What follows belongs to an exercise in optimizing a design on an open flow for small area; a production flow would make more cautious choices. Only simulation tests tie the RTL to the original design; equivalence was not proved. Power and IR drop assume default switching activity.

== run 1 ==
// lcd_spi_responder
module lcd_spi_responder (
  input  logic       clock,
  input  logic       Reset,
  input  logic       sclk,
  input  logic       mosi,
  input  logic       sce,
  input  logic       dc,
  input  logic [8:0] rd_addr,
  output logic [7:0] rd_data,
  output logic       byte_valid,
  output logic [7:0] byte_data,
  output logic       byte_dc,
  output logic [6:0] cur_x,
  output logic [2:0] cur_y,
  output logic       pd,
  output logic       v_mode,
  output logic       h_mode,
  output logic [1:0] disp_mode,
  output logic [6:0] vop,
  output logic [2:0] bias,
  output logic       cmd_err,
  output logic [7:0] abort_cnt
);
Settings: LEC_CHECK=0, CAP_MARGIN=15, CORE_MARGIN=2, CORE_UTILIZATION=68, CTS_BUF_LIST=sky130_fd_sc_hd__clkbuf_8, CTS_CLUSTER_DIAMETER=60, CTS_CLUSTER_SIZE=19, SLEW_MARGIN=15, SYNTH_HIERARCHICAL=1; clock period 8.0 ns.
run.sh (not shown) runs the stock make flow with config.mk's settings and CLKGATE_MAP_FILE= SYNTH_SCRIPT=/design/flow/synth_recipe.tcl, a recipe that flattens the netlist after the stock synthesis.
What run 2 does differently from run 1 at the input level:
==> flow/flow/run.sh (new file) <==
#!/bin/bash
# The standard layout (standard.sh), with two options changed:
#  - port buffers use the smallest buffer cell instead of the default delay buffer;
#  - clock tree synthesis inserts no dummy loads.
# make's output goes to flow_make.log; each ORFS step's own log is copied here
# as orfs_<step>.log when the flow ends.
set -uo pipefail
export BUFFER_PORTS_ARGS="-buffer_cell sky130_fd_sc_hd__buf_1"
export CTS_ARGS="-sink_clustering_enable -repair_clock_nets -dont_use_dummy_load -buf_list sky130_fd_sc_hd__clkbuf_8 -sink_clustering_size 19 -sink_clustering_max_diameter 60"
bash standard.sh > flow_make.log 2>&1
rc=$?
for f in orfs/logs/*/*/*/*.log; do
  [ -f "$f" ] && cp "$f" "orfs_$(basename "$f")"
done
exit $rc
==> flow/standard.sh (new file) <==
#!/bin/bash
# synth_recipe.tcl (not shown) runs the flow's synth.tcl, then flattens the netlist and writes it again
# the make line also repeats each setting of config.mk as NAME=value (left out here)
make -C /OpenROAD-flow-scripts/flow DESIGN_CONFIG=/design/flow/config.mk WORK_HOME=/design/flow/orfs CLKGATE_MAP_FILE= SYNTH_SCRIPT=/design/flow/synth_recipe.tcl "${@:-finish}"
removed: flow/run.sh
Notes after the runs:
- Overall power came out lower on run 2 than on run 1.
- When run 2 is set beside run 1, its switching share of total power turns out to be 0.18 points smaller.
- Met3 wire length (run 2 vs. run 1) decreases by more than 10%
- Run 2 vs run 1, number of ordinary and repair buffers in the finished layout went down by 22.
- Side by side, cell depth of the worst setup path turned out lower in run 2 than in run 1.
- Looking only at first-iteration DRC count, and setting everything else aside, the lower value of run 1 and run 2 goes to run 2.
- [diff] largest clock skew in the final design, run 2 relative to run 1: regression
- The cell with the biggest individual delay on the critical path comes out nor4_1 in one run and nand4_1 in the other, namely in run 1 and run 2 respectively.

* * *

lcd_spi_responder, a different RTL version from the one above (not shown whole).
For scale: about 4100 flip-flops, roughly 67 I/O pins.
clock: 8.0 ns
lec_check: 0
cap_margin: 10
core_margin: 2
core_utilization: 68
cts_buf_list: sky130_fd_sc_hd__clkbuf_8
cts_cluster_diameter: 60
cts_cluster_size: 19
slew_margin: 10
synth_hierarchical: 1
standard.sh (not shown) runs the stock make flow with config.mk's settings and CLKGATE_MAP_FILE= SYNTH_SCRIPT=/design/flow/synth_recipe.tcl, a recipe that flattens the netlist after the stock synthesis.
==> flow/flow/run.sh <==
#!/bin/bash
# The standard layout (standard.sh), with two options changed:
#  - port buffers use the smallest buffer cell instead of the default delay buffer;
#  - clock tree synthesis inserts no dummy loads.
# make's output goes to flow_make.log; each ORFS step's own log is copied here
# as orfs_<step>.log when the flow ends.
set -uo pipefail
export BUFFER_PORTS_ARGS="-buffer_cell sky130_fd_sc_hd__buf_1"
export CTS_ARGS="-sink_clustering_enable -repair_clock_nets -dont_use_dummy_load -buf_list sky130_fd_sc_hd__clkbuf_8 -sink_clustering_size 19 -sink_clustering_max_diameter 60"
bash standard.sh > flow_make.log 2>&1
rc=$?
for f in orfs/logs/*/*/*/*.log; do
  [ -f "$f" ] && cp "$f" "orfs_$(basename "$f")"
done
exit $rc
The first run produced a layout that fails on capacitance limit, slew limit.
Change:
==> flow/run.sh (new file) <==
#!/bin/bash
# synth_recipe.tcl (not shown) runs the flow's synth.tcl, then flattens the netlist and writes it again
# the make line also repeats each setting of config.mk as NAME=value (left out here)
make -C /OpenROAD-flow-scripts/flow DESIGN_CONFIG=/design/flow/config.mk WORK_HOME=/design/flow/orfs CLKGATE_MAP_FILE= SYNTH_SCRIPT=/design/flow/synth_recipe.tcl finish
--- a/flow/config.mk
+++ b/flow/config.mk
@@ -11,5 +11,5 @@
 export CTS_BUF_LIST = sky130_fd_sc_hd__clkbuf_8
 export CTS_CLUSTER_DIAMETER = 60
-export CTS_CLUSTER_SIZE = 19
+export CTS_CLUSTER_SIZE = 17
 export SLEW_MARGIN = 10
 export SYNTH_HIERARCHICAL = 1
removed: flow/flow/run.sh
removed: flow/standard.sh
What happened: This time the run produced a clean layout. Utilization rises by 0.88 points. Worst hold slack gets better by 0.015 ns. Global-route usage shrinks by 0.28 points. Flip-flop and latch count is unchanged. Wire length decreases slightly. Via count hardly moves. Synthesized cell count stays the same. Sequential power stays flat. Synthesized area stays the same. Power is higher by a few percent.
Change:
--- a/flow/config.mk
+++ b/flow/config.mk
@@ -11,5 +11,5 @@
 export CTS_BUF_LIST = sky130_fd_sc_hd__clkbuf_8
 export CTS_CLUSTER_DIAMETER = 60
-export CTS_CLUSTER_SIZE = 17
+export CTS_CLUSTER_SIZE = 19
 export SLEW_MARGIN = 10
 export SYNTH_HIERARCHICAL = 1
What happened:
- The new run passed the timing, DRC and antenna checks
- total power shrinks by about 2.6%
- worst hold slack hardly moves
- non-clock buffer count does not change
- final cell count decreases by 0.50%
- worst setup slack gets better by 0.069 ns
- synthesized area is unchanged
- sequential cell count does not change
- clock-buffer cell count came out lower by 55
- final area falls by 0.63%
Change:
==> flow/flow/run.sh (new file) <==
#!/bin/bash
# The standard layout (standard.sh), with two options changed:
#  - port buffers use the smallest buffer cell instead of the default delay buffer;
#  - clock tree synthesis inserts no dummy loads.
# make's output goes to flow_make.log; each ORFS step's own log is copied here
# as orfs_<step>.log when the flow ends.
set -uo pipefail
export BUFFER_PORTS_ARGS="-buffer_cell sky130_fd_sc_hd__buf_1"
export CTS_ARGS="-sink_clustering_enable -repair_clock_nets -dont_use_dummy_load -buf_list sky130_fd_sc_hd__clkbuf_8 -sink_clustering_size 19 -sink_clustering_max_diameter 60"
bash standard.sh > flow_make.log 2>&1
rc=$?
for f in orfs/logs/*/*/*/*.log; do
  [ -f "$f" ] && cp "$f" "orfs_$(basename "$f")"
done
exit $rc
==> flow/standard.sh (new file) <==
#!/bin/bash
# synth_recipe.tcl (not shown) runs the flow's synth.tcl, then flattens the netlist and writes it again
# the make line also repeats each setting of config.mk as NAME=value (left out here)
make -C /OpenROAD-flow-scripts/flow DESIGN_CONFIG=/design/flow/config.mk WORK_HOME=/design/flow/orfs CLKGATE_MAP_FILE= SYNTH_SCRIPT=/design/flow/synth_recipe.tcl "${@:-finish}"
--- a/flow/config.mk
+++ b/flow/config.mk
@@ -6,10 +6,10 @@
 export NUM_CORES = 4
 export LEC_CHECK = 0
-export CAP_MARGIN = 10
+export CAP_MARGIN = 15
 export CORE_MARGIN = 2
-export CORE_UTILIZATION = 68
+export CORE_UTILIZATION = 72
 export CTS_BUF_LIST = sky130_fd_sc_hd__clkbuf_8
 export CTS_CLUSTER_DIAMETER = 60
 export CTS_CLUSTER_SIZE = 19
-export SLEW_MARGIN = 10
+export SLEW_MARGIN = 15
 export SYNTH_HIERARCHICAL = 1
removed: flow/run.sh
Effect: The changed run completed with no timing, DRC or antenna violations. Non-clock buffer count is higher by 8. Maximum frequency drops by 2.6%. Design area shrinks by about 0.7%. Critical path depth is unchanged. Core utilization grows by 4.2 points. Worst setup slack loses 0.19 ns. Final cell count drops by 1.8%. Area after synthesis does not change.

## re-timing with driven ports
How much do the figures lean on ideal ports? The routed layouts below were timed once more, with nothing changed but the port constraints.
Step 1, drivers: a clkbuf_16 drives clock and a buf_2 each remaining input, both assumed.
Step 2 also shifts input and output timing later by t, the mid clock arrival at the registers, as if the neighbouring blocks saw the same clock.
Three values: ideal ports, drivers, drivers and shift; two values: the first two.
| run | t, ns | setup slack, ns | slew at the worst register clock pin (ns) |
|---|---|---|---|
| run 1 | 1.049 | 0.709 / 0.756 / -0.293 | 0.12 / 0.12 |
| run 2 | 1.040 | 1.435 / 1.494 / 0.454 | 0.12 / 0.12 |
| the first run of note 2 | 1.075 | 0.807 / 0.864 / -0.211 | 0.12 / 0.12 |
| the second run of note 2 | 1.093 | 0.821 / 0.793 / -0.300 | 0.11 / 0.11 |
| the third run of note 2 | 1.104 | 0.890 / 0.867 / -0.238 | 0.12 / 0.12 |
| the fourth run of note 2 | 1.022 | 0.699 / 0.747 / -0.275 | 0.12 / 0.12 |
For the third run of note 2, which loses most, drivers alone change the setup slack by -0.023 ns; drivers and shift together by -1.128 ns.
